Source: an optimization exercise on an open RTL-to-GDS flow (aim: small area). Production flows keep margins and buffers that such runs may drop. Only simulation tests tie the RTL to the original design; equivalence was not proved. Power figures rest on the tool's default switching activity, not on a simulated workload.

--- flow/flow/cts_args.txt ---
-buf_list sky130_fd_sc_hd__clkbuf_8
--- flow/flow/remap.ys ---
# Re-map the combinational logic of the standard synthesis netlist for area.
# Flip-flop cells stay as they are (kept as black boxes), so every register
# keeps its name and cell type; only the gates between them are re-mapped.
read_liberty -ignore_miss_func @LIB@
blackbox sky130_fd_sc_hd__dfxtp_1 sky130_fd_sc_hd__edfxtp_1 sky130_fd_sc_hd__dfrtp_1 sky130_fd_sc_hd__dfstp_1 sky130_fd_sc_hd__dfxbp_1 sky130_fd_sc_hd__dfrbp_1
read_verilog @IN@
hierarchy -top pipeTop
flatten
opt -purge
abc -liberty @LIB@ -dont_use sky130_fd_sc_hd__lpflow_bleeder_1 -dont_use sky130_fd_sc_hd__lpflow_clkbufkapwr_1 -dont_use sky130_fd_sc_hd__lpflow_clkbufkapwr_16 -dont_use sky130_fd_sc_hd__lpflow_clkbufkapwr_2 -dont_use sky130_fd_sc_hd__lpflow_clkbufkapwr_4 -dont_use sky130_fd_sc_hd__lpflow_clkbufkapwr_8 -dont_use sky130_fd_sc_hd__lpflow_clkinvkapwr_1 -dont_use sky130_fd_sc_hd__lpflow_clkinvkapwr_16 -dont_use sky130_fd_sc_hd__lpflow_clkinvkapwr_2 -dont_use sky130_fd_sc_hd__lpflow_clkinvkapwr_4 -dont_use sky130_fd_sc_hd__lpflow_clkinvkapwr_8 -dont_use sky130_fd_sc_hd__lpflow_decapkapwr_12 -dont_use sky130_fd_sc_hd__lpflow_decapkapwr_3 -dont_use sky130_fd_sc_hd__lpflow_decapkapwr_4 -dont_use sky130_fd_sc_hd__lpflow_decapkapwr_6 -dont_use sky130_fd_sc_hd__lpflow_decapkapwr_8 -dont_use sky130_fd_sc_hd__lpflow_inputiso0n_1 -dont_use sky130_fd_sc_hd__lpflow_inputiso0p_1 -dont_use sky130_fd_sc_hd__lpflow_inputiso1n_1 -dont_use sky130_fd_sc_hd__lpflow_inputiso1p_1 -dont_use sky130_fd_sc_hd__lpflow_inputisolatch_1 -dont_use sky130_fd_sc_hd__lpflow_isobufsrc_1 -dont_use sky130_fd_sc_hd__lpflow_isobufsrc_16 -dont_use sky130_fd_sc_hd__lpflow_isobufsrc_2 -dont_use sky130_fd_sc_hd__lpflow_isobufsrc_4 -dont_use sky130_fd_sc_hd__lpflow_isobufsrc_8 -dont_use sky130_fd_sc_hd__lpflow_isobufsrckapwr_16 -dont_use sky130_fd_sc_hd__lpflow_lsbuf_lh_hl_isowell_tap_1 -dont_use sky130_fd_sc_hd__lpflow_lsbuf_lh_hl_isowell_tap_2 -dont_use sky130_fd_sc_hd__lpflow_lsbuf_lh_hl_isowell_tap_4 -dont_use sky130_fd_sc_hd__lpflow_lsbuf_lh_isowell_4 -dont_use sky130_fd_sc_hd__lpflow_lsbuf_lh_isowell_tap_1 -dont_use sky130_fd_sc_hd__lpflow_lsbuf_lh_isowell_tap_2 -dont_use sky130_fd_sc_hd__lpflow_lsbuf_lh_isowell_tap_4 -dont_use sky130_fd_sc_hd__probe_p_8 -dont_use sky130_fd_sc_hd__probec_p_8  -script "+strash;dch;map -a;"
opt_clean -purge
hilomap -singleton -hicell sky130_fd_sc_hd__conb_1 HI -locell sky130_fd_sc_hd__conb_1 LO
opt_clean -purge

opt_clean -purge
stat -liberty @LIB@
write_verilog -noattr -noexpr -nohex -nodec @OUT@
--- flow/design.v ---
package pipePkg;
	localparam int DATA_W = 16;
	localparam int SI_W = 10;
	typedef logic [SI_W-1:0] sInstrT;
endpackage
`timescale 1ns/1ps
module apbHostPort
(
	input  logic        CLK,
	input  logic        PSEL,
	input  logic        PWRITE,
	input  logic [11:0] PADDR,
	input  logic [31:0] PWDATA,
	input  logic [5:0]  ph,
	input  logic        running,
	input  logic        pcDone,
	input  logic [1:0]  rfBits,
	output logic [31:0] PRDATA,
	output logic        PREADY,
	output logic        PSLVERR,
	output logic        regWe,
	output logic [1:0]  regWdata,
	output logic        imemWe,
	output logic        runStart
);
	logic       inImem;
	logic       inReg;
	logic       isCtrl;
	logic       isPc;
	logic       imemHit;
	logic       rdy;
	logic       done;
	logic       turn;
	logic [2:0] bph;
	logic [7:0] rdq [2];
	logic [1:0] rdIn;
	assign bph = ph[2:0];
	assign inImem = PADDR[11:8] == 4'h0;
	assign inReg  = PADDR[11:6] == 6'b000100;
	assign isCtrl = PADDR[11:2] == 10'h080;
	assign isPc   = PADDR[11:2] == 10'h081;
	assign PSLVERR = ~(inImem | inReg | isCtrl | (isPc & ~PWRITE));
	assign imemHit = ph[3:0] == {PADDR[2], PADDR[7:5]};
	always_comb
	begin
		if (PWRITE)
		begin
			if (inReg)
				rdy = (bph == 3'd7) & turn;
			else if (inImem)
				rdy = imemHit;
			else
				rdy = 1'b1;
		end
		else
			rdy = (bph == 3'd0) & turn;
	end
	assign PREADY = rdy;
	assign done   = PSEL & rdy;
	always_ff @(posedge CLK)
		turn <= PSEL & ~done & (turn | (bph == 3'd0));
	assign regWe    = PSEL & PWRITE & inReg;
	assign regWdata = PWDATA[2 * bph +: 2];
	assign imemWe   = done & PWRITE & inImem;
	assign runStart = done & PWRITE & isCtrl & PWDATA[0] & ~running;
	assign rdIn[0] = inReg ? rfBits[0]
		: (isCtrl & running & (bph == 3'd0)) | (isPc & pcDone & (bph == 3'd3));
	assign rdIn[1] = inReg & rfBits[1];
	for (genvar l = 0; l < 2; l++) begin : lane
		always_ff @(posedge CLK)
			rdq[l] <= {rdIn[l], rdq[l][7:1]};
		for (genvar k = 0; k < 8; k++) begin : bitk
			assign PRDATA[2 * k + l] = rdq[l][k];
		end
	end
	assign PRDATA[31:16] = '0;
endmodule
`timescale 1ns/1ps
module instrFetch
(
	input  logic                  CLK,
	input  logic [3:0]            wrPointEn,
	input  pipePkg::sInstrT       wrData,
	output pipePkg::sInstrT       rdData
);
	logic [63:0] ring [pipePkg::SI_W];
	for (genvar i = 0; i < pipePkg::SI_W; i++) begin : bitr
		assign rdData[i] = ring[i][63];
		for (genvar k = 0; k < 4; k++) begin : quarter
			always_ff @(posedge CLK)
				ring[i][16 * k +: 16] <= {ring[i][16 * k +: 15],
					wrPointEn[k] ? wrData[i] : ring[i][(16 * k + 63) % 64]};
		end
	end
endmodule
`timescale 1ns/1ps
module decodeRegFile
(
	input  logic       CLK,
	input  logic [3:0] rdIdx,
	input  logic       we,
	input  logic [3:0] wrIdx,
	input  logic [1:0] wrBits,
	output logic [1:0] rdBits
);
	logic [7:0] ring [16][2];
	logic [1:0] tap [16];
	for (genvar r = 0; r < 16; r++) begin : reg_r
		for (genvar l = 0; l < 2; l++) begin : lane
			assign tap[r][l] = ring[r][l][7];
			always_ff @(posedge CLK)
				ring[r][l] <= {ring[r][l][6:0], (we && wrIdx == 4'(r)) ? wrBits[l] : ring[r][l][7]};
		end
	end
	assign rdBits = tap[rdIdx];
endmodule
`timescale 1ns/1ps
module subtractStage
(
	input  logic [31:0]     word,
	output pipePkg::sInstrT sInstr
);
	logic any;
	assign any = word[31] | word[30] | word[29] | word[28];
	assign sInstr = {word[29] | word[28], word[30] | word[28], any ? word[7:4] : word[3:0], word[3:0]};
endmodule
`timescale 1ns/1ps
module addStage
(
	input  logic       CLK,
	input  logic [1:0] op,
	input  logic [2:0] bph,
	input  logic [1:0] x,
	output logic [1:0] sum
);
	logic c0, c1, ci, k0, k1, cq;
	assign c0 = (op == 2'd1) | ((op == 2'd2) & (bph == 3'd1)) | ((op == 2'd3) & (bph == 3'd0));
	assign c1 = (op == 2'd1) & (bph != 3'd0);
	assign ci = (bph != 3'd0) & cq;
	assign sum[0] = x[0] ^ c0 ^ ci;
	assign k0     = (x[0] & c0) | (x[0] & ci) | (c0 & ci);
	assign sum[1] = x[1] ^ c1 ^ k0;
	assign k1     = (x[1] & c1) | (x[1] & k0) | (c1 & k0);
	always_ff @(posedge CLK)
		cq <= k1;
endmodule
`timescale 1ns/1ps
module pipeTop
(
	input  logic        CLK,
	input  logic        RSTB,
	input  logic        PSEL,
	input  logic        PENABLE,
	input  logic        PWRITE,
	input  logic [11:0] PADDR,
	input  logic [31:0] PWDATA,
	output logic [31:0] PRDATA,
	output logic        PREADY,
	output logic        PSLVERR
);
	logic [5:0]      ph;
	logic [3:0]      slotHi;
	logic [1:0]      wrPoint;
	logic            running;
	logic            pcDone;
	logic            runStart;
	logic            runEnd;
	logic            execOn;
	logic            regWe;
	logic [1:0]      regWdata;
	logic            imemWe;
	logic [3:0]      imemPointWe;
	pipePkg::sInstrT imemWdata;
	pipePkg::sInstrT tapInstr;
	pipePkg::sInstrT nextInstr;
	pipePkg::sInstrT nextInstrD;
	pipePkg::sInstrT curInstr;
	logic [1:0]      rfBits;
	logic [1:0]      sum;
	logic            rfWe;
	logic [3:0]      rfRdIdx;
	logic [3:0]      rfWrIdx;
	logic [1:0]      rfWbits;
	always_ff @(posedge CLK or negedge RSTB)
	begin
		if (!RSTB)
			ph <= '0;
		else
			ph <= ph + 6'd1;
	end
	always_ff @(posedge CLK)
	begin
		if (runStart)
			slotHi <= 4'd15;
		else if (ph == 6'd63)
			slotHi <= slotHi + 4'd1;
	end
	assign runEnd = running & slotHi[3] & ~slotHi[0] & (ph == 6'd7);
	assign execOn = running & (slotHi != 4'd15) & ((slotHi != 4'd0) | (ph[5:3] != 3'd0));
	always_ff @(posedge CLK or negedge RSTB)
	begin
		if (!RSTB)
		begin
			running <= 1'b0;
			pcDone  <= 1'b0;
		end
		else
		begin
			if (runStart)
				running <= 1'b1;
			else if (runEnd)
				running <= 1'b0;
			if (runEnd)
				pcDone <= 1'b1;
		end
	end
	apbHostPort u_apbHostPort (
		.CLK, .PSEL, .PWRITE, .PADDR, .PWDATA,
		.ph, .running, .pcDone, .rfBits,
		.PRDATA, .PREADY, .PSLVERR,
		.regWe, .regWdata, .imemWe, .runStart
	);
	subtractStage u_subtractStage (.word(PWDATA), .sInstr(imemWdata));
	assign wrPoint = ph[5:4] - PADDR[4:3];
	for (genvar k = 0; k < 4; k++) begin : pwe
		assign imemPointWe[k] = imemWe & (wrPoint == 2'(k));
	end
	instrFetch u_instrFetch (
		.CLK, .wrPointEn(imemPointWe), .wrData(imemWdata), .rdData(tapInstr)
	);
	assign nextInstrD = (ph[2:0] == slotHi[2:0]) ? tapInstr : nextInstr;
	always_ff @(posedge CLK)
	begin
		nextInstr <= nextInstrD;
		if (ph[2:0] == 3'd7)
			curInstr <= nextInstrD;
	end
	addStage u_addStage (
		.CLK, .op(curInstr[9:8]), .bph(ph[2:0]), .x(rfBits), .sum
	);
	assign rfRdIdx = running ? curInstr[3:0] : PADDR[5:2];
	assign rfWrIdx = running ? curInstr[7:4] : PADDR[5:2];
	assign rfWe    = running ? execOn : regWe;
	assign rfWbits = running ? sum : regWdata;
	decodeRegFile u_decodeRegFile (
		.CLK, .rdIdx(rfRdIdx), .we(rfWe), .wrIdx(rfWrIdx), .wrBits(rfWbits), .rdBits(rfBits)
	);
endmodule
--- flow/standard.sh ---
#!/bin/bash
# synth_recipe.tcl (not shown) runs the flow's synth.tcl, then flattens the netlist and writes it again
# the make line also repeats each setting of config.mk as NAME=value (left out here)
make -C /OpenROAD-flow-scripts/flow DESIGN_CONFIG=/design/flow/config.mk WORK_HOME=/design/flow/orfs CLKGATE_MAP_FILE= SYNTH_SCRIPT=/design/flow/synth_recipe.tcl "${@:-finish}"
--- flow/flow/run.sh ---
#!/bin/bash
# The standard layout with three changes:
#  - after the standard synthesis, the gates between the registers are
#    re-mapped by Yosys/ABC for area (registers untouched, see remap.ys);
#  - clock tree synthesis without dummy loads;
#  - port buffers of the smallest buffer.
# Each tool's output goes to its own log in this folder.
set -euo pipefail
export CTS_ARGS="-sink_clustering_enable -repair_clock_nets -dont_use_dummy_load $(cat flow/cts_args.txt)"
export BUFFER_PORTS_ARGS="-buffer_cell sky130_fd_sc_hd__buf_1"
export SKIP_REPAIR_TIE_FANOUT=1
R=orfs/results/${FLOW_PLATFORM}/pipeTop/base
LIB=${FLOW_HOME}/platforms/${FLOW_PLATFORM}/lib/sky130_fd_sc_hd__tt_025C_1v80.lib
YOSYS=yosys
if [[ -x ${FLOW_HOME}/../tools/install/yosys/bin/yosys ]]; then YOSYS=${FLOW_HOME}/../tools/install/yosys/bin/yosys; fi
bash standard.sh synth > standard_synth.log 2>&1
cp $R/1_2_yosys.v standard_netlist.v
sed -e "s|@LIB@|$LIB|g" -e "s|@IN@|$PWD/standard_netlist.v|" -e "s|@OUT@|$PWD/remapped.v|" flow/remap.ys > remap_run.ys
$YOSYS -q -s remap_run.ys -l remap_yosys.log > /dev/null 2>&1
cp remapped.v $R/1_2_yosys.v
rm -f $R/1_synth.odb $R/1_synth.sdc
bash standard.sh > standard_flow.log 2>&1
--- flow/config.mk ---
export PLATFORM = sky130hd
export DESIGN_NAME = pipeTop
export DESIGN_NICKNAME = pipeTop
export VERILOG_FILES = /design/flow/design.v
export SDC_FILE = /design/flow/constraint.sdc
export NUM_CORES = 4
export LEC_CHECK = 0
export ABC_AREA = 1
export CAP_MARGIN = 20
export CORE_MARGIN = 2
export CORE_UTILIZATION = 55
export SLEW_MARGIN = 20
--- flow/constraint.sdc ---
create_clock -name core_clock -period 5.0 [get_ports {CLK}]
set_input_delay 1.0000 -clock core_clock [delete_from_list [all_inputs] [get_ports {CLK}]]
set_output_delay 1.0000 -clock core_clock [all_outputs]
set_load 0.01 [all_outputs]
==> reports/results.tsv, run 1 <==
stage	metric	value	unit
run_status	status	complete, no violations	
floorplanning	io_pins	83	
routing	drc	0	
clocking	cts_resized	0	
setup_path	reg2reg_from	running	
setup_path	path_cells	clkinv_1 -> nor2_1 -> clkinv_1 -> nor2_1 -> clkinv_1 -> o311ai_0 -> nand2_1 -> o31ai_1 -> buf_1	
setup_path	critPathSlowestCell	dfrtp_1	
setup_path	rr_worst_depth	17	
finish	finalNonFillerCells	2075	
sta	rsz0062_at_grt	false	
worst_hold_path	hold_path.class	reg2reg	
logic_synthesis	synth_area	0.02108	mm^2
global_route	grt_max_degree	21	
clocking	cts_num_sinks	946	
setup_path	r2r-end	u_decodeRegFile.ring[15][0]	
sta	relSlewSlack	0.5649	
sta	hold_viol_final	0	
setup_path	crit_type	reg2out	
setup_path	cp.arrival	3.10	ns
setup_path	path_max_fanout	6	
logic_synthesis	synthCells	1369	
setup_path	crit_top_cell	clkinv_1	
logic_synthesis	ys_warn_count	9	
finish	nets	1614	
sta	period_needed	4.102	ns
floorplanning	initial_utilization	0.5597	
routing	via_count	9387	
sta	fin_tns_setup	0	ns
floorplanning	dieArea	0.03991	mm^2
routing	wire_per_inst	14.31	um
place	port_buffers	51	
clocking	cts_buffers	135	
sta	slew_viol_final	0	
clocking	clk_path_buf_depth	3	
sta	setup_viol_count_final	0	
place	place_congestion	0.8525	
routing	via_per_inst	4.524	
routing	wl	29690	um
clocking	root_buffer	clkbuf_8	
clocking	path_clk_slew	0.06	ns
setup_path	crit_required	4.00	ns
floorplanning	dieWidth	199.8	um
floorplanning	rows	71	
place	dp_hpwl	17750	um
worst_hold_path	hp-start	u_instrFetch.ring[7][5]	
routing	final_antenna_net_count	0	
pwr	p_per_area	517.4	mW/mm^2
place	place_inst	1939	
global_route	gr-total-overflow	0	
setup_path	crit_path_end_kind	output port	
clocking	cts_hold_buf	0	
setup_path	startpoint_type	register	
finish	drive_gt1_frac	0.1011	
global_route	grt_pass1_vias	9419	
finish	syn_to_final_growth	13.08	%
clocking	cts_max_level	4	
global_route	grt.total_usage	0.1572	
pwr	total_power	12.33	mW
floorplanning	core	0.03767	mm^2
worst_hold_path	worstHoldPathCells	0	
sta	fmax	243.8	MHz
sta	tightestPinTransition	0.6459	ns
sta	clock_skew	0.04420	ns
job	maxCapViolations	0	
logic_synthesis	post_synth.cell_area_avg	15.40	um^2
global_route	antenna_found_initial	1	
worst_hold_path	min_to	u_instrFetch.ring[7][6]	
finish	area.sequential	0.01908	mm^2
clocking	cts_tree	done	
floorplanning	fp.dieH	199.8	um
pwr	ir_drop	313.4	uV
sta	post-route-period-util	0.8205	
finish	fillers	2838	
routing	drt-initial-drc-count	422	
clocking	cts_setup_buffers	0	
finish	multi_input_comb_area	0.001843	mm^2
setup_path	regToRegSetupSlack	1.40	ns
logic_synthesis	synth_nets	1418	
finish	finalCoreUtilization	0.6329	
clocking	clock_latency	0.66	ns
routing	first_pass_iters	6	
global_route	grt_pass1_wl	47210	um
setup_path	slowest_delay	0.48	ns
pwr	power.leakage	9.424	nW
critical path: cells and delay by family, from the launching register on:
kind	cells	cell delay [ns]
buffers and inverters	4	0.74
AND/OR/NAND/NOR	3	0.73
AO/OA/AOI/OAI	2	0.51
flip-flops	1	0.48
state kept, by name, indices dropped and copies added, names as in the netlist, 4 cells and up:
register and flops:
u_instrFetch.ring 640, u_decodeRegFile.ring 256, u_apbHostPort.rdq 16, curInstr 10, nextInstr 10, ph 6, slotHi 4
final cells by class:
type / instances / area share
Timing Repair Buffer: 59 / 0.01055
Antenna cell: 1 / 0.0001050
Tap cell: 511 / 0.02682
Inverter: 44 / 0.006928
Clock buffer: 135 / 0.07794
Sequential cell: 946 / 0.8003
Multi-Input combinational cell: 379 / 0.07731
power breakdown:
part / switching (mW) / internal [mW] / leakage [nW]
registers: 0.00917 / 7.60 / 7.64
clock network: 2.30 / 2.38 / 0.971
logic: 0.0357 / 0.0133 / 0.813
cells in the final DEF (no fill, tap or decap), types with 2 or more instances in the layout:
cell type  instances
dfxtp_1          928
clkbuf_8         135
nor2_1           102
nand2_1           77
a21oi_1           52
buf_1             51
o21ai_0           48
clkinv_1          44
nand3_1           39
nand4_1           10
mux2_2            10
edfxtp_1          10
dfrtp_1            8
buf_4              8
nor3_1             6
a22oi_1            5
xor2_1             4
a31oi_1            3
nor4_1             3
o211ai_1           2
a32oi_1            2
xnor2_1            2
worst max-delay path by stage:
stage,from,to,cells past startpoint
floorplan,PADDR[2],u_decodeRegFile.ring[11][0],14
global route,ph[0],PREADY,9
CTS,ph[0],PREADY,9
global placement,PADDR[2],u_decodeRegFile.ring[7][0],16
detailed placement,PADDR[2],u_decodeRegFile.ring[7][0],15
finish,ph[0],PREADY,9
metal layers:
| layer | up-vias | global-route usage | wire (um) | part of all wire |
|---|---|---|---|---|
| met5 | - | 0 | 0 | 0 |
| met4 | 0 | 0.09026 | 1054 | 0.036 |
| met3 | 89 | 0.04990 | 1601 | 0.054 |
| met2 | 225 | 0.2230 | 12140 | 0.41 |
| met1 | 4345 | 0.2135 | 14900 | 0.50 |
| li1 | 4728 | - | - | - |
metrics by stage:
stage          hold WS (ns)  setup WS (ns)  instance area, um^2
2_1_floorplan        0.3096          1.375                21080
3_3_place_gp         0.3095          1.000                21980
3_5_place_dp         0.3121         0.9257                21980
4_1_cts              0.2603         0.9074                23840
5_1_grt              0.2942         0.6061                23840
6_report             0.2911         0.8976                23840
==> run 2, diff against run 1 <==
==> flow/flow/cts_args.txt (replaced) <==
-buf_list sky130_fd_sc_hd__clkbuf_8 -sink_clustering_size 24 -sink_clustering_max_diameter 45
==> run 2 against run 1 <==
Against the previous run:
- die area unchanged
- critical path depth unchanged
- maximum frequency increased by 1.3%
- largest cell class unchanged
- cell count decreased by 3.8%
- via count decreased by 4.5%
- clock skew increased by 0.042 ns
- still clean on timing, DRC and antenna
- worst setup slack improved by 0.053 ns
- sequential share of layout area increased by 3.7 points
- sequential power about the same
- total power decreased by 14%
- largest power group unchanged
- core utilization decreased by 2.8 points
- first-iteration DRC count increased by 6.4%
==> reports/results.tsv, run 2 <==
stage	metric	value	unit
run_status	status	complete, no violations	
logic_synthesis	synth_nets	1418	
logic_synthesis	post_synth.cell_area_avg	15.40	um^2
sta	post-route-period-util	0.8098	
place	place_congestion	0.8525	
global_route	grt_pass1_vias	8633	
place	dp_hpwl	17750	um
sta	hold_viol_final	0	
global_route	use_met3	0.03478	
pwr	combinationalPowerShare	0.005	
setup_path	crit_required	4.00	ns
routing	first_pass_iters	5	
global_route	busiest_layer	met2	
routing	wire_per_inst	14.15	um
routing	via_count	8965	
global_route	use_met2	0.2150	
sta	relSlewSlack	0.5545	
pwr	ir_drop	360.8	uV
floorplanning	rows	71	
pwr	netSwitchingPower	2.012	mW
pwr	pwr-share-seq	0.713	
global_route	grt_max_degree	25	
routing	drc	0	
clocking	cts_resized	0	
finish	top_regs	u_instrFetch.ring (640), u_decodeRegFile.ring (256), u_apbHostPort.rdq (16)	
finish	fillers	2921	
logic_synthesis	synth_area	0.02108	mm^2
global_route	grt_pass1_wl	44760	um
floorplanning	dieWidth	199.8	um
finish	final_common_cell	dfxtp_1	
clocking	path_clk_slew	0.12	ns
routing	drt-initial-drc-count	449	
pwr	p_per_area	467.6	mW/mm^2
logic_synthesis	synthCells	1369	
pwr	total_power	10.65	mW
pwr	power.leakage	8.870	nW
finish	regMostFlops	u_instrFetch.ring	
global_route	grtUsageMet1	0.2122	
finish	final_cell_mix	dfxtp_1 (928), nor2_1 (102), nand2_1 (77)	
floorplanning	core	0.03767	mm^2
pwr	internal-power	8.638	mW
setup_path	cp.arrival	3.05	ns
clocking	cts_tree	done	
finish	final_area	0.02278	mm^2
setup_path	crit_path_end_kind	output port	
clocking	cts_hold_buf	0	
setup_path	crit_type	reg2out	
setup_path	regToRegSetupSlack	1.42	ns
pwr	p_sw_frac	0.1889	
clocking	cts_num_sinks	946	
sta	period_needed	4.049	ns
floorplanning	dieArea	0.03991	mm^2
clocking	root_buffer	clkbuf_8	
sta	setup_viol_count_final	0	
clocking	cts_setup_buffers	0	
sta	tightestPinTransition	0.6613	ns
clocking	clock_latency	0.68	ns
floorplanning	io_pins	83	
finish	diodes	0	
floorplanning	initial_utilization	0.5597	
routing	via_per_inst	4.489	
global_route	antenna_found_initial	0	
sta	slew_viol_final	0	
finish	drive_gt1_frac	0.05451	
finish	syn_to_final_growth	8.043	%
pwr	power_frac_clock	0.283	
floorplanning	fp.dieH	199.8	um
finish	largest_reg_flops	640	
global_route	gr-total-overflow	0	
worst_hold_path	hold_path.class	reg2reg	
clocking	clk_path_buf_depth	3	
clocking	cts_max_level	2	
logic_synthesis	ys_warn_count	9	
sta	fin_tns_setup	0	ns
place	port_buffers	51	
setup_path	startpoint_type	register	
setup_path	path_max_fanout	6	
job	maxCapViolations	0	
sta	fmax	247.0	MHz
routing	final_antenna_net_count	0	
routing	wl	28260	um
sta	clock_skew	0.08595	ns
global_route	grt.total_usage	0.1481	
finish	nets	1537	
clocking	cts_buffers	58	
sta	rsz0062_at_grt	false	
place	place_area	0.02198	mm^2
-- run 2: cell count changes in the layout (fill, tap and decap cells not counted), sizes merged --
cell | previous run | this run
clkbuf | 135 | 58
diode | 1 | 0
-- run 2: final cells by class --
class	count	area, um^2	area share
inverters	44	165.2	0.007252
flip-flops and latches	946	19080	0.8377
repair buffers	59	251.5	0.01104
clock buffers	58	798.3	0.03505
multi-input cells	379	1843	0.08092
well taps	511	639.4	0.02807
-- run 2: worst max-delay path, stage by stage, from the launching register on --
cell,delay (ns)
dfrtp_1,0.48
clkinv_1,0.17
nor2_1,0.45
clkinv_1,0.22
nor2_1,0.17
clkinv_1,0.13
o311ai_0,0.38
nand2_1,0.10
o31ai_1,0.11
buf_1,0.21
-- run 2: routing by layer --
layer / part of all wire / up-vias
li1: - / 4559
met1: 0.52 / 4150
met5: 0 / -
met2: 0.40 / 183
met3: 0.049 / 73
met4: 0.034 / 0
-- run 2: worst paths after layout --
| check | startpoint | cells past startpoint | to |
|---|---|---|---|
| min reg2reg | u_instrFetch.ring[9][23] | 0 | u_instrFetch.ring[9][24] |
| max | ph[0] | 9 | PREADY |
| min in group asynchronous | RSTB | 1 | ph[0] |
| max reg2reg | running | 17 | u_decodeRegFile.ring[15][0] |
| max in group asynchronous | RSTB | 1 | ph[3] |
| min | u_instrFetch.ring[9][23] | 0 | u_instrFetch.ring[9][24] |
-- run 2: metrics by stage --
stage                     utilization  hold WS [ns]  instances  worst slack [ns]
after floorplan                     -        0.3096       1369             1.375
after global placement         0.5835        0.3095       1939             1.000
after detailed placement       0.5835        0.3121       1939            0.9257
after CTS                      0.6047        0.2535       1997            0.9114
after global routing           0.6047        0.2456       1997            0.6053
final                          0.6047        0.2511       1997            0.9510
-- run 2: power groups by stage --
stage,Sequential (mW),Combinational [mW],Clock (mW)
5_1_grt,7.60,0.0552,3.42
3_5_place_dp,7.77,0.0491,0
2_1_floorplan,7.76,0.0230,0
3_3_place_gp,7.76,0.0484,0
4_1_cts,7.59,0.0494,3.15
6_report,7.59,0.0487,3.01
==> run 3, diff against run 2 <==
==> flow/flow/cts_args.txt (replaced) <==
-buf_list sky130_fd_sc_hd__clkbuf_8 -sink_clustering_size 22 -sink_clustering_max_diameter 50
--- a/flow/config.mk
+++ b/flow/config.mk
@@ -9,4 +9,5 @@
 export CAP_MARGIN = 20
 export CORE_MARGIN = 2
 export CORE_UTILIZATION = 55
+export GPL_TIMING_DRIVEN = 0
 export SLEW_MARGIN = 20
==> run 3 against run 2 <==
Against the previous run:
- count of clock-buffer cells in the layout fell by 4
- worst setup slack worse by 0.31 ns
- sequential share of layout area increased by 0.088 points
- first-iteration DRC count rose by 3.3%
- cell count down 0.30%
- non-clock buffer count decreased by 4
- synthesized cell count stayed put
- via count down 0.51%
- critical path depth is the same
- worst hold slack better by 0.0080 ns
- sequential cell count unchanged
- largest cell class unchanged
==> reports/results.tsv, run 3 <==
stage	metric	value	unit
floorplanning	rows	71	
finish	syn_to_final_growth	7.930	%
finish	largest_reg_flops	640	
place	place_inst	1934	
floorplanning	dieWidth	199.8	um
finish	final_common_cell	dfxtp_1	
sta	relSlewSlack	0.5232	
setup_path	crit_type	reg2out	
setup_path	crit_path_end_kind	output port	
pwr	p_per_area	465.2	mW/mm^2
routing	wl	29230	um
global_route	grt_max_degree	23	
sta	hold_viol_final	0	
run_status	status	complete, no violations	
routing	drc	0	
floorplanning	fp.dieH	199.8	um
floorplanning	dieArea	0.03991	mm^2
clocking	root_buffer	clkbuf_8	
clocking	cts_buffers	54	
finish	finalNonFillerCells	1991	
finish	final_cell_mix	dfxtp_1 (928), nor2_1 (101), nand2_1 (77)	
global_route	gr-total-overflow	0	
routing	via_per_inst	4.480	
routing	first_pass_iters	4	
finish	multi_input_comb_area	0.001889	mm^2
global_route	antenna_found_initial	0	
place	dp_hpwl	18280	um
setup_path	cp.arrival	3.36	ns
clocking	cts_setup_buffers	0	
clocking	path_clk_slew	0.12	ns
finish	finalCoreUtilization	0.6040	
setup_path	startpoint_type	register	
floorplanning	io_pins	83	
logic_synthesis	post_synth.cell_area_avg	15.40	um^2
pwr	internal-power	8.572	mW
routing	wire_per_inst	14.68	um
logic_synthesis	synth_nets	1418	
pwr	p_sw_frac	0.1902	
finish	fillers	2932	
pwr	ir_drop	311.8	uV
pwr	power.leakage	8.834	nW
setup_path	crit_required	4.00	ns
logic_synthesis	synthCells	1369	
clocking	clock_latency	0.65	ns
clocking	cts_num_sinks	946	
clocking	cts_hold_buf	0	
job	maxCapViolations	0	
sta	period_needed	4.363	ns
clocking	cts_tree	done	
sta	setup_viol_count_final	0	
worst_hold_path	hold_path.class	in2async	
finish	nets	1531	
logic_synthesis	ys_warn_count	9	
sta	post-route-period-util	0.8726	
sta	slew_viol_final	0	
finish	area.sequential	0.01908	mm^2
routing	final_antenna_net_count	0	
finish	diodes	0	
global_route	grt_pass1_vias	8544	
finish	regMostFlops	u_instrFetch.ring	
sta	tightestPinTransition	0.7131	ns
place	port_buffers	51	
floorplanning	initial_utilization	0.5597	
clocking	clk_path_buf_depth	3	
finish	drive_gt1_frac	0.05270	
sta	rsz0062_at_grt	false	
global_route	grt_pass1_wl	44430	um
sta	fmax	229.2	MHz
pwr	power_frac_clock	0.278	
sta	clock_skew	0.05997	ns
pwr	combinationalPowerShare	0.005	
setup_path	path_max_fanout	14	
logic_synthesis	synth_area	0.02108	mm^2
routing	drt-initial-drc-count	464	
global_route	grt.total_usage	0.1479	
routing	via_count	8919	
floorplanning	core	0.03767	mm^2
place	place_congestion	0.8035	
clocking	cts_max_level	2	
pwr	pwr-share-seq	0.717	
finish	top_regs	u_instrFetch.ring (640), u_decodeRegFile.ring (256), u_apbHostPort.rdq (16)	
pwr	netSwitchingPower	2.013	mW
run 3: critical path, cell delays in order, from the launching register on:
cell	delay [ns]
dfrtp_1	0.49
clkinv_1	0.17
nor2_1	0.45
clkinv_1	0.25
nor2_4	0.40
clkinv_1	0.17
o311ai_0	0.36
nand2_1	0.10
o31ai_1	0.11
buf_1	0.23
run 3: path summary, 6_finish.rpt:
check	cells past startpoint	slack [ns]	end	start
max	9	0.64	PREADY	ph[0]
min	1	0.26	ph[2]	RSTB
max reg2reg	9	0.70	u_instrFetch.ring[8][0]	ph[0]
min reg2reg	0	0.27	u_decodeRegFile.ring[2][1]	u_decodeRegFile.ring[2][0]
max in group asynchronous	1	4.37	ph[5]	RSTB
min in group core_clock	0	0.27	u_decodeRegFile.ring[2][1]	u_decodeRegFile.ring[2][0]
run 3: cell type report:
cell class | count | share of cell area
well taps | 511 | 0.02810
repair buffers | 55 | 0.01039
flip-flops and latches | 946 | 0.8385
clock buffers | 54 | 0.03267
multi-input cells | 381 | 0.08304
inverters | 44 | 0.007259
run 3: metrics by stage:
step	setup slack [ns]	TNS (ns)	hold slack [ns]	total power [mW]	instance area, um^2
2_1_floorplan	1.375	0	0.3096	7.784	21080
3_3_place_gp	-0.2189	-2.140	0.3095	7.813	21910
3_5_place_dp	0.1690	0	0.3121	7.815	21960
4_1_cts	0.1415	0	0.1926	10.72	22710
5_1_grt	0.2315	0	0.2152	11.01	22750
6_report	0.6370	0	0.2591	10.59	22750
run 3: what timing repair did:
item,CTS,global route
resized for setup,0,3
hold endpoints to repair,0,0
setup endpoints to repair,0,15
run 3: metal layers:
layer  up-vias  track usage  share of wire
met5         -            0              0
met4         0      0.05789          0.033
met3        53      0.03780          0.051
met2       155       0.2146           0.41
met1      4157       0.2140           0.51
li1       4554            -              -
run 3: power by group through the flow:
stage	clock (mW)	combinational, mW	sequential (mW)
3_3_place_gp	0	0.0488	7.76
2_1_floorplan	0	0.0230	7.76
3_5_place_dp	0	0.0493	7.77
5_1_grt	3.35	0.0582	7.60
4_1_cts	3.07	0.0496	7.59
6_report	2.94	0.0519	7.59
==> run 4, diff against run 3 <==
--- a/flow/config.mk
+++ b/flow/config.mk
@@ -9,5 +9,4 @@
 export CAP_MARGIN = 20
 export CORE_MARGIN = 2
 export CORE_UTILIZATION = 55
-export GPL_TIMING_DRIVEN = 0
 export SLEW_MARGIN = 20
==> run 4 against run 3 <==
Against the previous run:
- worst setup slack improved by 0.34 ns
- clock skew is 0.0087 ns higher
- routed wire length down 2.4%
- critical endpoint unchanged
- largest power group unchanged
==> reports/results.tsv, run 4 <==
stage	metric	value	unit
run_status	status	complete, no violations	
pwr	p_sw_frac	0.1917	
clocking	cts_setup_buffers	0	
place	port_buffers	51	
pwr	total_power	10.58	mW
finish	nets	1532	
clocking	cts_resized	0	
routing	highest_layer	met4	
clocking	root_buffer	clkbuf_8	
pwr	power.leakage	8.834	nW
routing	via_per_inst	4.462	
place	dp_hpwl	17750	um
global_route	grt_max_degree	23	
global_route	gr-total-overflow	0	
clocking	path_clk_slew	0.12	ns
routing	wire_per_inst	14.33	um
floorplanning	initial_utilization	0.5597	
sta	rsz0062_at_grt	false	
setup_path	cp.arrival	3.03	ns
routing	dr_wl_met3	1497	um
finish	final_common_cell	dfxtp_1	
sta	period_needed	4.026	ns
floorplanning	dieArea	0.03991	mm^2
pwr	p_per_area	466.1	mW/mm^2
finish	final_area	0.02271	mm^2
finish	finalNonFillerCells	1992	
routing	first_pass_iters	4	
setup_path	crit_path_end_kind	output port	
logic_synthesis	synth_nets	1418	
clocking	cts_num_sinks	946	
setup_path	crit_required	4.00	ns
clocking	clock_latency	0.67	ns
setup_path	startpoint_type	register	
place	place_inst	1939	
pwr	netSwitchingPower	2.028	mW
finish	largest_reg_flops	640	
pwr	power_frac_clock	0.278	
global_route	antenna_found_initial	0	
routing	drc	0	
sta	setup_viol_count_final	0	
finish	area.sequential	0.01908	mm^2
finish	regMostFlops	u_instrFetch.ring	
floorplanning	io_pins	83	
setup_path	path_max_fanout	6	
logic_synthesis	ys_warn_count	9	
clocking	cts_max_level	2	
logic_synthesis	post_synth.cell_area_avg	15.40	um^2
routing	drt-met1-wl	14810	um
global_route	grt.total_usage	0.1485	
floorplanning	rows	71	
sta	relSlewSlack	0.5607	
pwr	pwr-share-seq	0.717	
place	place_congestion	0.8525	
finish	fillers	2918	
global_route	grt_pass1_vias	8567	
floorplanning	fp.dieH	199.8	um
sta	tightestPinTransition	0.6520	ns
routing	wl	28540	um
setup_path	rr_worst_depth	17	
finish	syn_to_final_growth	7.716	%
pwr	ir_drop	317.3	uV
clocking	cts_hold_buf	0	
sta	holdWs	0.2597	ns
logic_synthesis	synth_area	0.02108	mm^2
sta	fmax	248.4	MHz
finish	drive_gt1_frac	0.05132	
clocking	cts_tree	done	
floorplanning	core	0.03767	mm^2
finish	final_cell_mix	dfxtp_1 (928), nor2_1 (102), nand2_1 (77)	
sta	hold_viol_final	0	
clocking	clk_path_buf_depth	3	
finish	top_regs	u_instrFetch.ring (640), u_decodeRegFile.ring (256), u_apbHostPort.rdq (16)	
routing	drt-initial-drc-count	462	
finish	multi_input_comb_area	0.001843	mm^2
floorplanning	dieWidth	199.8	um
sta	slew_viol_final	0	
routing	final_antenna_net_count	0	
worst_hold_path	hold_path.class	in2async	
routing	met2_length	11240	um
pwr	internal-power	8.555	mW
sta	post-route-period-util	0.8052	
finish	diodes	0	
logic_synthesis	synthCells	1369	
sta	fin_tns_setup	0	ns
setup_path	crit_type	reg2out	
place	place_area	0.02198	mm^2
sta	clock_skew	0.06871	ns
pwr	combinationalPowerShare	0.005	
global_route	grt_pass1_wl	44750	um
routing	via_count	8888	
job	maxCapViolations	0	
clocking	cts_buffers	53	
[run 4: path summary, 6_finish.rpt]
path,slack (ns),end,from
setup / recovery,0.97,PREADY,ph[1]
max in group asynchronous,4.31,ph[3],RSTB
min in group core_clock,0.27,u_decodeRegFile.ring[8][1],u_decodeRegFile.ring[8][0]
hold reg to reg,0.27,u_decodeRegFile.ring[8][1],u_decodeRegFile.ring[8][0]
hold / removal,0.26,ph[1],RSTB
setup reg to reg,1.42,u_decodeRegFile.ring[3][0],running
[run 4: per-layer routing]
layer  vias up  global-route usage
li1       4559                   -
met3        75             0.03931
met2       166              0.2123
met4         0             0.06447
met5         -                   0
met1      4088              0.2141
[run 4: power by group through the flow]
stage	Sequential [mW]	Clock [mW]	Combinational, mW
finish	7.59	2.94	0.0487
global route	7.60	3.33	0.0552
detailed placement	7.77	0	0.0491
CTS	7.59	3.06	0.0494
floorplan	7.76	0	0.0230
global placement	7.76	0	0.0484
[run 4: critical path, cell delays in order, from the launching register on]
cell	delay [ns]
dfrtp_1	0.50
clkinv_1	0.13
nor2_1	0.42
clkinv_1	0.22
nor2_1	0.17
clkinv_1	0.12
o311ai_0	0.37
nand2_1	0.10
o31ai_1	0.11
buf_1	0.21
[run 4: final cells by class]
type	count	area share
sequential	946	0.8402
multi-input combinational	379	0.08117
clock buffer	53	0.03212
tap	511	0.02816
timing repair buffer	59	0.01108
inverter	44	0.007274
[run 4: stage by stage]
stage	util	setup WS, ns
after floorplan	-	1.375
after CTS	0.6028	0.8947
after global routing	0.6028	0.5839
after global placement	0.5835	1.000
final	0.6028	0.9739
after detailed placement	0.5835	0.9257
==> run 5, diff against run 4 <==
==> flow/flow/cts_args.txt (replaced) <==
-buf_list sky130_fd_sc_hd__clkbuf_8 -sink_clustering_size 21 -sink_clustering_max_diameter 60
==> run 5 against run 4 <==
Against the previous run:
- via count unchanged
- sequential share of layout area stayed put
- synthesized cell count is the same
- worst hold slack gained 0.011 ns
- core utilization did not move
- final area unchanged
- critical path type unchanged
- critical endpoint unchanged
- highest routed layer unchanged
==> reports/results.tsv, run 5 <==
stage	metric	value	unit
job	maxCapViolations	0	
run_status	status	complete, no violations	
clocking	cts_max_level	2	
routing	drc	0	
sta	slew_viol_final	0	
sta	setup_viol_count_final	0	
finish	nets	1532	
sta	rsz0062_at_grt	false	
global_route	gr-total-overflow	0	
finish	finalCoreUtilization	0.6028	
logic_synthesis	synth_area	0.02108	mm^2
setup_path	crit_type	reg2out	
pwr	power.leakage	8.834	nW
clocking	cts_tree	done	
floorplanning	dieArea	0.03991	mm^2
finish	syn_to_final_growth	7.716	%
finish	final_cell_mix	dfxtp_1 (928), nor2_1 (102), nand2_1 (77)	
finish	diodes	0	
finish	largest_reg_flops	640	
sta	fin_tns_setup	0	ns
setup_path	cp.arrival	3.03	ns
clocking	clock_latency	0.66	ns
global_route	grt_pass1_wl	44760	um
setup_path	crit_path_end_kind	output port	
setup_path	critPathSlowestCell	dfrtp_1	
setup_path	crit_buf_inv	4	
sta	hold_viol_final	0	
floorplanning	initial_utilization	0.5597	
sta	post-route-period-util	0.8069	
setup_path	crit_family	simple AND/OR/NAND/NOR gates	
clocking	cts_resized	0	
sta	layout_setup_ws	0.9657	ns
floorplanning	dieWidth	199.8	um
floorplanning	rows	71	
clocking	cts_setup_buffers	0	
floorplanning	io_pins	83	
worst_hold_path	hold_path.class	reg2reg	
clocking	cts_buffers	53	
routing	first_pass_iters	5	
clocking	clk_path_buf_depth	3	
finish	fillers	2920	
place	dp_slack	0.9257	ns
setup_path	path_max_fanout	6	
global_route	grt_pass1_vias	8579	
clocking	cts_hold_buf	0	
global_route	grt_max_degree	22	
finish	regMostFlops	u_instrFetch.ring	
routing	via_per_inst	4.462	
routing	final_antenna_net_count	0	
finish	top_regs	u_instrFetch.ring (640), u_decodeRegFile.ring (256), u_apbHostPort.rdq (16)	
place	place_congestion	0.8525	
setup_path	startpoint_type	register	
routing	drt-initial-drc-count	439	
setup_path	crit_top_cell	clkinv_1	
setup_path	slowest_delay	0.47	ns
routing	via_count	8888	
floorplanning	core	0.03767	mm^2
finish	final_common_cell	dfxtp_1	
finish	drive_gt1_frac	0.05132	
sta	clock_skew	0.05498	ns
pwr	ir_drop	302.3	uV
routing	wire_per_inst	14.28	um
sta	fmax	247.9	MHz
logic_synthesis	post_synth.cell_area_avg	15.40	um^2
logic_synthesis	ys_warn_count	9	
setup_path	crit_required	4.00	ns
sta	period_needed	4.034	ns
global_route	antenna_found_initial	0	
clocking	path_clk_slew	0.11	ns
clocking	cts_num_sinks	946	
floorplanning	fp.dieH	199.8	um
place	dp_hpwl	17750	um
place	port_buffers	51	
clocking	root_buffer	clkbuf_8	
routing	wl	28440	um
global_route	grt.total_usage	0.1485	
logic_synthesis	synthCells	1369	
pwr	p_per_area	465.6	mW/mm^2
sta	tightestPinTransition	0.6597	ns
logic_synthesis	synth_nets	1418	
setup_path	path_cells	clkinv_1 -> nor2_1 -> clkinv_1 -> nor2_1 -> clkinv_1 -> o311ai_0 -> nand2_1 -> o31ai_1 -> buf_1	
sta	relSlewSlack	0.5555	
==> run 5: worst register-to-register path, delay by kind of cell, from the launching register on <==
kind	cells	cell delay (ns)
flops	1	0.66
simple gates	8	1.33
compound gates	6	0.92
buf+inv	3	0.56
==> run 5: final timing paths <==
check,from,slack [ns],to,depth (start not counted)
min in group asynchronous,RSTB,0.29,ph[2],1
hold reg to reg,u_instrFetch.ring[8][22],0.27,u_instrFetch.ring[8][23],0
setup / recovery,ph[0],0.97,PREADY,9
hold / removal,u_instrFetch.ring[8][22],0.27,u_instrFetch.ring[8][23],0
max in group asynchronous,RSTB,4.32,running,1
setup reg to reg,running,1.41,u_decodeRegFile.ring[27][0],17
==> run 5: final cells by class <==
| cell class | instances | area [um^2] | share of cell area |
|---|---|---|---|
| flip-flops and latches | 946 | 19080 | 0.8402 |
| multi-input cells | 379 | 1843 | 0.08117 |
| clock buffers | 53 | 729.5 | 0.03212 |
| well taps | 511 | 639.4 | 0.02816 |
| repair buffers | 59 | 251.5 | 0.01108 |
| inverters | 44 | 165.2 | 0.007274 |
==> run 5: power breakdown <==
group | switching, mW | leakage (nW) | internal, mW
Clock | 1.97 | 0.381 | 0.958
Sequential | 0.00916 | 7.64 | 7.58
Combinational | 0.0353 | 0.813 | 0.0133
Total | 2.02 | 8.83 | 8.56
==> run 5: per-layer routing <==
layer | track usage | routed length [um]
met1 | 0.2138 | 14860
met4 | 0.06118 | 906
met3 | 0.03881 | 1408
met5 | 0 | 0
met2 | 0.2145 | 11270
==> run 5: through the flow <==
stage / instance area, um^2 / std cells / hold WS, ns / power (mW)
after global routing: 22710 / 1992 / 0.2773 / 10.98
after global placement: 21980 / 1939 / 0.3095 / 7.813
after floorplan: 21080 / 1369 / 0.3096 / 7.784
after detailed placement: 21980 / 1939 / 0.3121 / 7.815
after CTS: 22710 / 1992 / 0.2405 / 10.70
final: 22710 / 1992 / 0.2708 / 10.57
==> run 6, diff against run 5 <==
--- a/flow/flow/run.sh
+++ b/flow/flow/run.sh
@@ -1,8 +1,11 @@
 #!/bin/bash
-# The standard layout with three changes:
+# The standard layout with four changes:
 #  - after the standard synthesis, the gates between the registers are
 #    re-mapped by Yosys/ABC for area (registers untouched, see remap.ys);
-#  - clock tree synthesis without dummy loads;
+#  - the constant-zero outputs PRDATA[31:16] share one tie cell
+#    (remap.ys maps them to one, and the tie fanout repair is skipped);
+#  - clock tree synthesis without dummy loads, with the leaf clusters of
+#    flow/cts_args.txt;
 #  - port buffers of the smallest buffer.
 # Each tool's output goes to its own log in this folder.
 set -euo pipefail
--- a/flow/config.mk
+++ b/flow/config.mk
@@ -9,4 +9,5 @@
 export CAP_MARGIN = 20
 export CORE_MARGIN = 2
 export CORE_UTILIZATION = 55
+export GPL_TIMING_DRIVEN = 0
 export SLEW_MARGIN = 20
==> run 6 against run 5 <==
Against the previous run:
- via count shrank 0.41%
- final area grew 0.13%
- worst setup slack lost 0.56 ns
- routed wire length grew 3.5%
- first-iteration DRC count shrank 9.6%
- maximum frequency shrank 12%
- synthesized cell count is the same
- register-to-register slack lost 1.0 ns
- critical path depth is the same
- sequential share of layout area shrank 0.11 points
==> reports/results.tsv, run 6 <==
stage	metric	value	unit
logic_synthesis	synth_area	0.02108	mm^2
sta	post-route-period-util	0.9188	
logic_synthesis	synthCells	1369	
place	port_buffers	51	
job	maxCapViolations	0	
routing	first_pass_iters	4	
setup_path	startpoint_type	register	
clocking	root_buffer	clkbuf_8	
sta	fmax	217.7	MHz
logic_synthesis	ys_warn_count	9	
clocking	cts_resized	0	
clocking	cts_max_level	2	
routing	wl	29450	um
floorplanning	dieWidth	199.8	um
routing	final_antenna_net_count	0	
sta	clock_skew	0.04493	ns
global_route	antenna_found_initial	0	
global_route	use_met3	0.03797	
clocking	path_clk_slew	0.11	ns
floorplanning	core	0.03767	mm^2
finish	largest_reg_flops	640	
floorplanning	initial_utilization	0.5597	
finish	finalCoreUtilization	0.6036	
clocking	cts_setup_buffers	0	
pwr	power.leakage	8.827	nW
sta	fin_tns_setup	0	ns
global_route	grt.total_usage	0.1486	
floorplanning	dieArea	0.03991	mm^2
sta	tightestPinTransition	0.7315	ns
sta	slew_viol_final	0	
place	place_congestion	0.8035	
setup_path	crit_path_end_kind	register	
pwr	total_power	10.58	mW
routing	drc	0	
sta	relSlewSlack	0.5118	
setup_path	crit_type	reg2reg	
routing	wire_per_inst	14.79	um
clocking	clock_latency	0.64	ns
floorplanning	rows	71	
routing	via_count	8852	
finish	final_cell_mix	dfxtp_1 (928), nor2_1 (101), nand2_1 (77)	
global_route	grt_max_degree	22	
finish	top_regs	u_instrFetch.ring (640), u_decodeRegFile.ring (256), u_apbHostPort.rdq (16)	
sta	layout_setup_ws	0.4062	ns
finish	drive_gt1_frac	0.05206	
setup_path	crit_required	5.50	ns
sta	hold_viol_final	0	
place	dp_slack	0.1690	ns
finish	regMostFlops	u_instrFetch.ring	
routing	via_per_inst	4.446	
sta	period_needed	4.594	ns
place	dp_hpwl	18280	um
global_route	grt_pass1_vias	8534	
setup_path	path_max_fanout	14	
global_route	grt_pass1_wl	44660	um
global_route	busiest_layer	met2	
run_status	status	complete, no violations	
pwr	p_per_area	465.2	mW/mm^2
logic_synthesis	post_synth.cell_area_avg	15.40	um^2
clocking	cts_num_sinks	946	
pwr	ir_drop	313.3	uV
worst_hold_path	hold_path.class	in2async	
clocking	cts_buffers	53	
finish	syn_to_final_growth	7.853	%
floorplanning	io_pins	83	
setup_path	cp.arrival	5.09	ns
clocking	cts_hold_buf	0	
finish	nets	1530	
global_route	gr-total-overflow	0	
global_route	grtUsageMet1	0.2155	
routing	drt-initial-drc-count	397	
global_route	use_met2	0.2173	
sta	setup_viol_count_final	0	
logic_synthesis	synth_nets	1418	
finish	final_common_cell	dfxtp_1	
sta	rsz0062_at_grt	false	
clocking	cts_tree	done	
floorplanning	fp.dieH	199.8	um
sta	holdWs	0.2877	ns
clocking	clk_path_buf_depth	3	
## run 6: metrics by stage
stage / cells / cell area, um^2
floorplan: 1369 / 21080
global placement: 1931 / 21910
detailed placement: 1934 / 21960
CTS: 1987 / 22690
global route: 1990 / 22730
finish: 1991 / 22740
## run 6: layout make-up
class / count / area (um^2)
antenna: 1 / 2.502
tap: 511 / 639.4
fill: 2931 / 14930
timing repair buffer: 55 / 236.5
inverter: 44 / 165.2
sequential: 946 / 19080
multi-input combinational: 381 / 1884
clock buffer: 53 / 729.5
## run 6: path summary, 6_finish.rpt
path | startpoint | to | slack [ns] | cells after the start
worst max-delay path | ph[0] | u_instrFetch.ring[8][0] | 0.41 | 9
worst min-delay path | RSTB | ph[1] | 0.29 | 1
worst max register to register | ph[0] | u_instrFetch.ring[8][0] | 0.41 | 9
worst min register to register | u_decodeRegFile.ring[14][0] | u_decodeRegFile.ring[14][1] | 0.29 | 0
max in group asynchronous | RSTB | pcDone | 4.36 | 1
min in group core_clock | u_decodeRegFile.ring[14][0] | u_decodeRegFile.ring[14][1] | 0.29 | 0
## run 6: routing by layer
layer / up-vias / routed length [um]
li1: 4558 / -
met1: 4104 / 15250
met2: 144 / 12060
met3: 46 / 1411
met4: 0 / 734
met5: - / 0
## run 6: critical path: stages (launching register included)
cell and delay, ns:
dfrtp_1 0.48, clkinv_1 0.17, nor2_1 0.44, clkinv_1 0.21, nor2_2 0.61, clkinv_1 0.21, o311ai_0 0.38, nor3b_2 0.60
nand4_1 0.73, o21ai_0 0.66
## run 6: power by group
| group | switching (mW) | internal [mW] | leakage, nW |
|---|---|---|---|
| clock network | 1.97 | 0.958 | 0.381 |
| logic | 0.0384 | 0.0134 | 0.806 |
| registers | 0.00951 | 7.58 | 7.64 |
==> run 7, diff against run 6 <==
--- a/flow/config.mk
+++ b/flow/config.mk
@@ -9,5 +9,4 @@
 export CAP_MARGIN = 20
 export CORE_MARGIN = 2
 export CORE_UTILIZATION = 55
-export GPL_TIMING_DRIVEN = 0
 export SLEW_MARGIN = 20
==> run 7 against run 6 <==
Against the previous run:
- sequential cell count did not move
- clock power is essentially flat
- via count grew 0.41%
- die area unchanged
- register-to-register slack gained 1.0 ns
- area after synthesis did not move
- still clean
- maximum frequency up 14%
- routed wire length decreased by 3.4%
- first-iteration DRC count grew 11%
- cell count is essentially flat
- worst hold slack lost 0.017 ns
- sequential share of layout area increased by 0.11 points
- largest power group unchanged
==> reports/results.tsv, run 7 <==
stage	metric	value	unit
run_status	status	complete, no violations	
pwr	p_per_area	465.6	mW/mm^2
clocking	cts_tree	done	
logic_synthesis	synth_area	0.02108	mm^2
routing	via_per_inst	4.462	
place	dp_hpwl	17750	um
worst_hold_path	worstHoldPathCells	0	
sta	clock_skew	0.05498	ns
routing	wire_per_inst	14.28	um
floorplanning	io_pins	83	
setup_path	startpoint_type	register	
worst_hold_path	min_to	u_instrFetch.ring[8][23]	
finish	drive_gt1_frac	0.05132	
finish	largest_reg_flops	640	
finish	syn_to_final_growth	7.716	%
finish	finalCoreUtilization	0.6028	
sta	fmax	247.9	MHz
sta	hold_viol_final	0	
sta	slew_viol_final	0	
setup_path	regToRegSetupSlack	1.41	ns
worst_hold_path	hp-start	u_instrFetch.ring[8][22]	
sta	tightestPinTransition	0.6597	ns
clocking	clk_path_buf_depth	3	
setup_path	cp.arrival	3.03	ns
sta	fin_tns_setup	0	ns
routing	final_antenna_net_count	0	
routing	drt-initial-drc-count	439	
place	place_congestion	0.8525	
clocking	cts_hold_buf	0	
pwr	ir_drop	302.3	uV
finish	top_regs	u_instrFetch.ring (640), u_decodeRegFile.ring (256), u_apbHostPort.rdq (16)	
clocking	cts_resized	0	
finish	final_cell_mix	dfxtp_1 (928), nor2_1 (102), nand2_1 (77)	
routing	via_count	8888	
global_route	grt_pass1_vias	8579	
global_route	gr-total-overflow	0	
routing	first_pass_iters	5	
pwr	total_power	10.57	mW
global_route	grt.total_usage	0.1485	
floorplanning	dieArea	0.03991	mm^2
floorplanning	initial_utilization	0.5597	
pwr	power.leakage	8.834	nW
clocking	clock_latency	0.66	ns
setup_path	crit_required	4.00	ns
global_route	antenna_found_initial	0	
routing	wl	28440	um
setup_path	r2r-end	u_decodeRegFile.ring[27][0]	
sta	setup_viol_count_final	0	
logic_synthesis	synth_nets	1418	
floorplanning	rows	71	
finish	nets	1532	
worst_hold_path	hold_path.class	reg2reg	
setup_path	crit_start	ph[0]	
logic_synthesis	ys_warn_count	9	
floorplanning	core	0.03767	mm^2
global_route	grt_pass1_wl	44760	um
clocking	path_clk_slew	0.11	ns
setup_path	rr_worst_depth	17	
logic_synthesis	synthCells	1369	
finish	diodes	0	
setup_path	crit_path_end_kind	output port	
floorplanning	dieWidth	199.8	um
setup_path	crit_type	reg2out	
setup_path	path_max_fanout	6	
place	port_buffers	51	
clocking	cts_setup_buffers	0	
finish	regMostFlops	u_instrFetch.ring	
logic_synthesis	post_synth.cell_area_avg	15.40	um^2
clocking	cts_num_sinks	946	
clocking	cts_max_level	2	
sta	holdWs	0.2708	ns
floorplanning	fp.dieH	199.8	um
sta	relSlewSlack	0.5555	
setup_path	reg2reg_from	running	
sta	post-route-period-util	0.8069	
finish	final_common_cell	dfxtp_1	
job	maxCapViolations	0	
global_route	grt_max_degree	22	
routing	drc	0	
sta	period_needed	4.034	ns
clocking	cts_buffers	53	
sta	rsz0062_at_grt	false	
clocking	root_buffer	clkbuf_8	
-- run 7: cell count changes in the layout (fill, tap and decap cells not counted), sizes merged --
cell | before | now
buf | 55 | 59
diode | 1 | 0
nand3b | 2 | 1
nand4 | 11 | 10
-- run 7: final cells by class --
type,instances,area (um^2)
Clock buffer,53,729.5
Inverter,44,165.2
Multi-Input combinational cell,379,1843
Tap cell,511,639.4
Sequential cell,946,19080
Fill cell,2920,14960
Timing Repair Buffer,59,251.5
-- run 7: power breakdown --
part | leakage [nW] | internal [mW] | switching (mW) | total (mW)
Combinational | 0.813 | 0.0133 | 0.0353 | 0.0486
Clock | 0.381 | 0.958 | 1.97 | 2.93
Sequential | 7.64 | 7.58 | 0.00916 | 7.59
Total | 8.83 | 8.56 | 2.02 | 10.6
-- run 7: worst max-delay path by stage --
stage                                   to  slack, ns
2_1_floorplan  u_decodeRegFile.ring[11][0]       1.37
3_3_place_gp    u_decodeRegFile.ring[7][0]       1.00
3_5_place_dp    u_decodeRegFile.ring[7][0]       0.93
4_1_cts                             PREADY       0.92
5_1_grt                             PREADY       0.62
6_report                            PREADY       0.97
-- run 7: metrics by stage --
stage / std cells / cell area, um^2 / setup slack, ns
2_1_floorplan: 1369 / 21080 / 1.375
3_3_place_gp: 1939 / 21980 / 1.000
3_5_place_dp: 1939 / 21980 / 0.9257
4_1_cts: 1992 / 22710 / 0.9194
5_1_grt: 1992 / 22710 / 0.6220
6_report: 1992 / 22710 / 0.9657
-- run 7: routing by layer --
metal | vias to the layer above | share of wire | GRT usage
met5 | - | 0 | 0
met3 | 71 | 0.050 | 0.03881
li1 | 4557 | - | -
met1 | 4090 | 0.52 | 0.2138
met2 | 170 | 0.40 | 0.2145
met4 | 0 | 0.032 | 0.06118
-- run 7: worst max-delay path, cell delays in order (launching register included) --
cell and delay [ns]:
dfrtp_1 0.47, clkinv_1 0.17, nor2_1 0.47, clkinv_1 0.23, nor2_1 0.18, clkinv_1 0.13
o311ai_0 0.38, nand2_1 0.10, o31ai_1 0.11, buf_1 0.21
==> run 8, diff against run 7 <==
--- a/flow/config.mk
+++ b/flow/config.mk
@@ -8,5 +8,5 @@
 export ABC_AREA = 1
 export CAP_MARGIN = 20
 export CORE_MARGIN = 2
-export CORE_UTILIZATION = 55
+export CORE_UTILIZATION = 65
 export SLEW_MARGIN = 20
==> run 8 against run 7 <==
Against the previous run:
- routed wire length down 0.86%
- sequential share of layout area up 0.56 points
- maximum frequency up 0.40%
- clock skew up 0.016 ns
- synthesized cell count unchanged
- core utilization up 11 points
- clock power down 1%
- critical path depth unchanged
==> reports/results.tsv, run 8 <==
stage	metric	value	unit
run_status	status	complete, no violations	
logic_synthesis	post_synth.cell_area_avg	15.40	um^2
sta	post-route-period-util	0.8036	
sta	holdWs	0.2473	ns
routing	via_per_inst	4.662	
pwr	p_per_area	467.1	mW/mm^2
floorplanning	fp.dieH	184.1	um
routing	drc	0	
finish	fillers	2143	
clocking	clock_latency	0.65	ns
finish	diodes	0	
floorplanning	rows	65	
global_route	antenna_found_initial	0	
setup_path	crit_required	4.00	ns
finish	syn_to_final_growth	7.004	%
setup_path	crit_path_end_kind	output port	
sta	slew_viol_final	0	
routing	final_antenna_net_count	0	
finish	regMostFlops	u_instrFetch.ring	
sta	period_needed	4.018	ns
routing	highest_layer	met4	
clocking	cts_buffers	52	
global_route	grt_pass1_wl	44240	um
global_route	grt.total_usage	0.1722	
place	port_buffers	51	
sta	rsz0062_at_grt	false	
pwr	power.leakage	8.827	nW
global_route	gr-total-overflow	0	
finish	top_regs	u_instrFetch.ring (640), u_decodeRegFile.ring (256), u_apbHostPort.rdq (16)	
logic_synthesis	ys_warn_count	9	
routing	wl	28200	um
setup_path	startpoint_type	register	
logic_synthesis	synthCells	1369	
finish	nets	1531	
finish	drive_gt1_frac	0.05068	
setup_path	path_max_fanout	6	
routing	drt-initial-drc-count	515	
clocking	cts_hold_buf	0	
global_route	grt_pass1_vias	8559	
routing	via_count	8773	
clocking	cts_setup_buffers	0	
sta	relSlewSlack	0.5355	
clocking	root_buffer	clkbuf_8	
clocking	cts_num_sinks	946	
clocking	path_clk_slew	0.12	ns
global_route	grt_max_degree	22	
place	place_congestion	0.8360	
pwr	ir_drop	344.7	uV
setup_path	crit_family	simple AND/OR/NAND/NOR gates	
job	maxCapViolations	0	
setup_path	critPathSlowestCell	dfrtp_1	
sta	clock_skew	0.07078	ns
routing	met2_length	11500	um
logic_synthesis	synth_area	0.02108	mm^2
worst_hold_path	hold_path.class	reg2reg	
clocking	cts_resized	0	
floorplanning	dieWidth	184.1	um
setup_path	path_cells	clkinv_1 -> nor2_1 -> clkinv_1 -> nor2_1 -> clkinv_1 -> o311ai_0 -> nand2_1 -> o31ai_1 -> buf_1	
floorplanning	initial_utilization	0.6646	
floorplanning	dieArea	0.03389	mm^2
setup_path	slowest_delay	0.49	ns
finish	final_common_cell	dfxtp_1	
sta	tightestPinTransition	0.6968	ns
sta	fin_tns_setup	0	ns
clocking	cts_max_level	2	
sta	setup_viol_count_final	0	
routing	drt-met1-wl	14670	um
floorplanning	io_pins	83	
routing	wire_per_inst	14.98	um
routing	dr_wl_met3	1193	um
finish	final_cell_mix	dfxtp_1 (928), nor2_1 (102), nand2_1 (77)	
floorplanning	core	0.03172	mm^2
routing	first_pass_iters	4	
setup_path	crit_top_cell	clkinv_1	
sta	hold_viol_final	0	
clocking	clk_path_buf_depth	3	
setup_path	crit_type	reg2out	
setup_path	cp.arrival	3.02	ns
place	dp_hpwl	18050	um
setup_path	regToRegSetupSlack	1.20	ns
setup_path	crit_buf_inv	4	
clocking	cts_tree	done	
finish	largest_reg_flops	640	
sta	fmax	248.9	MHz
logic_synthesis	synth_nets	1418	
==> run 8: worst paths after layout <==
| check | startpoint | to | depth (start not counted) |
|---|---|---|---|
| max | ph[0] | PREADY | 9 |
| min | u_instrFetch.ring[9][32] | u_instrFetch.ring[9][33] | 0 |
| max reg2reg | ph[0] | u_instrFetch.ring[8][16] | 10 |
| min reg2reg | u_instrFetch.ring[9][32] | u_instrFetch.ring[9][33] | 0 |
| max in group asynchronous | RSTB | ph[3] | 1 |
| min in group asynchronous | RSTB | ph[1] | 1 |
==> run 8: metal layers <==
metal,vias up,GRT usage
li1,4560,-
met1,3995,0.2531
met2,154,0.2528
met3,64,0.03586
met4,0,0.06752
met5,-,0
==> run 8: where the power goes <==
group / switching (mW) / internal [mW]
registers: 0.00957 / 7.58
clock network: 1.95 / 0.940
logic: 0.0362 / 0.0133
==> run 8: layout make-up <==
type                       count  area (um^2)  share of cell area
sequential                   946        19080              0.8458
multi-input combinational    379         1843             0.08171
clock buffer                  52        715.7             0.03173
tap                          402        503.0             0.02230
timing repair buffer          59        251.5             0.01115
inverter                      44        165.2            0.007322
==> run 8: stage by stage <==
step / total power [mW] / instance area [um^2] / setup WS, ns / util / instances
floorplan: 7.784 / 21080 / 1.375 / - / 1369
global placement: 7.813 / 21840 / 1.004 / 0.6886 / 1830
detailed placement: 7.816 / 21840 / 0.9514 / 0.6886 / 1830
CTS: 10.65 / 22560 / 0.9057 / 0.7112 / 1882
global route: 10.94 / 22560 / 0.6180 / 0.7112 / 1882
finish: 10.54 / 22560 / 0.9819 / 0.7112 / 1882
==> run 9, diff against run 8 <==
--- a/flow/config.mk
+++ b/flow/config.mk
@@ -8,5 +8,5 @@
 export ABC_AREA = 1
 export CAP_MARGIN = 20
 export CORE_MARGIN = 2
-export CORE_UTILIZATION = 65
+export CORE_UTILIZATION = 45
 export SLEW_MARGIN = 20
==> run 9 against run 8 <==
Against the previous run:
- still clean on timing, DRC and antenna
- via count grew 1.3%
- sequential power barely moved
- non-clock buffer count stayed put
- core utilization is 22 points lower
- routed wire length grew 2.2%
- total power increased by 0.14%
- die area rose by 43%
- clock skew decreased by 0.011 ns
- worst setup slack got worse by 0.068 ns
- highest routed layer is now met5
==> reports/results.tsv, run 9 <==
stage	metric	value	unit
clocking	cts_buffers	52	
sta	clock_skew	0.06011	ns
run_status	status	complete, no violations	
floorplanning	initial_utilization	0.4547	
floorplanning	dieWidth	220.4	um
logic_synthesis	synthCells	1369	
place	port_buffers	51	
global_route	antenna_found_initial	1	
routing	wl	28810	um
worst_hold_path	hold_path.class	reg2reg	
sta	fmax	244.7	MHz
logic_synthesis	synth_nets	1418	
sta	relSlewSlack	0.5286	
sta	period_needed	4.087	ns
setup_path	cp.arrival	3.09	ns
floorplanning	io_pins	83	
floorplanning	fp.dieH	220.4	um
clocking	clock_latency	0.65	ns
pwr	ir_drop	355.4	uV
worst_hold_path	worstHoldPathCells	0	
global_route	use_met2	0.1804	
routing	via_per_inst	4.255	
finish	largest_reg_flops	640	
place	place_congestion	0.8751	
sta	fin_tns_setup	0	ns
pwr	p_per_area	462.5	mW/mm^2
finish	regMostFlops	u_instrFetch.ring	
clocking	clk_path_buf_depth	3	
pwr	power.leakage	8.827	nW
finish	nets	1531	
floorplanning	dieArea	0.04859	mm^2
sta	hold_viol_final	0	
clocking	path_clk_slew	0.11	ns
global_route	grt_pass1_vias	8702	
finish	final_cell_mix	dfxtp_1 (928), nor2_1 (102), nand2_1 (77)	
clocking	cts_tree	done	
pwr	netSwitchingPower	2.013	mW
global_route	grt_max_degree	22	
floorplanning	rows	79	
clocking	cts_hold_buf	0	
sta	setup_viol_count_final	0	
finish	multi_input_comb_area	0.001843	mm^2
setup_path	crit_path_end_kind	output port	
place	dp_hpwl	18300	um
finish	final_common_cell	dfxtp_1	
clocking	cts_num_sinks	946	
setup_path	crit_required	4.00	ns
routing	wire_per_inst	13.80	um
routing	final_antenna_net_count	0	
setup_path	crit_type	reg2out	
job	maxCapViolations	0	
global_route	use_met3	0.02914	
pwr	power_frac_clock	0.276	
global_route	gr-total-overflow	0	
setup_path	regToRegSetupSlack	1.29	ns
finish	area.sequential	0.01908	mm^2
setup_path	startpoint_type	register	
logic_synthesis	post_synth.cell_area_avg	15.40	um^2
setup_path	path_max_fanout	6	
finish	fillers	3928	
sta	slew_viol_final	0	
logic_synthesis	ys_warn_count	9	
clocking	cts_max_level	2	
routing	drc	0	
global_route	grt.total_usage	0.1224	
place	place_area	0.02210	mm^2
clocking	cts_setup_buffers	0	
pwr	combinationalPowerShare	0.005	
finish	drive_gt1_frac	0.05068	
logic_synthesis	synth_area	0.02108	mm^2
sta	rsz0062_at_grt	false	
clocking	cts_resized	0	
pwr	internal-power	8.538	mW
sta	post-route-period-util	0.8173	
setup_path	rr_worst_depth	10	
clocking	root_buffer	clkbuf_8	
sta	tightestPinTransition	0.7006	ns
pwr	p_sw_frac	0.1908	
global_route	grtUsageMet1	0.1751	
global_route	busiest_layer	met2	
routing	via_count	8884	
routing	first_pass_iters	5	
finish	syn_to_final_growth	8.232	%
pwr	pwr-share-seq	0.720	
finish	final_area	0.02282	mm^2
finish	top_regs	u_instrFetch.ring (640), u_decodeRegFile.ring (256), u_apbHostPort.rdq (16)	
floorplanning	core	0.04636	mm^2
global_route	grt_pass1_wl	45680	um
routing	drt-initial-drc-count	557	
## run 9: cell count changes in the layout (fill, tap and decap cells not counted)
cell,previous run,this run
diode_2,0,1
## run 9: final cells by class
class | count | share of cell area
Timing Repair Buffer | 59 | 0.01102
Sequential cell | 946 | 0.8362
Multi-Input combinational cell | 379 | 0.08078
Antenna cell | 1 | 0.0001097
Inverter | 44 | 0.007239
Tap cell | 607 | 0.03329
Clock buffer | 52 | 0.03137
## run 9: per-layer routing
layer	part of all wire	up-vias
met5	0.00045	-
met4	0.025	2
met3	0.050	56
met2	0.40	163
met1	0.52	4113
li1	-	4550
## run 9: final timing paths
check	start	to
min	u_decodeRegFile.ring[17][1]	u_decodeRegFile.ring[17][2]
min in group asynchronous	RSTB	running
min reg2reg	u_decodeRegFile.ring[17][1]	u_decodeRegFile.ring[17][2]
max in group asynchronous	RSTB	ph[4]
max	ph[0]	PREADY
max reg2reg	ph[0]	u_instrFetch.ring[8][16]
## run 9: worst max-delay path: stages, from the launching register on
cell and delay, ns:
dfrtp_1 0.49, clkinv_1 0.17, nor2_1 0.47, clkinv_1 0.24
nor2_1 0.18, clkinv_1 0.12, o311ai_0 0.35, nand2_1 0.09
o31ai_1 0.15, buf_1 0.21
## run 9: metrics by stage
step                      setup WS [ns]  total power [mW]  std cells  hold slack, ns    util
final                            0.9135             10.55       2088          0.2950  0.4922
after global routing             0.5791             10.95       2087          0.2927  0.4921
after CTS                        0.8688             10.68       2087          0.2564  0.4921
after detailed placement         0.8757             7.816       2035          0.3121  0.4767
after global placement           0.9365             7.814       2035          0.3097  0.4767
after floorplan                   1.375             7.784       1369          0.3096       -
## run 9: power groups by stage
stage / registers (mW) / clock network [mW] / logic, mW
2_1_floorplan: 7.76 / 0 / 0.0230
3_3_place_gp: 7.76 / 0 / 0.0496
3_5_place_dp: 7.77 / 0 / 0.0502
4_1_cts: 7.59 / 3.04 / 0.0504
5_1_grt: 7.60 / 3.29 / 0.0570
6_report: 7.59 / 2.91 / 0.0501
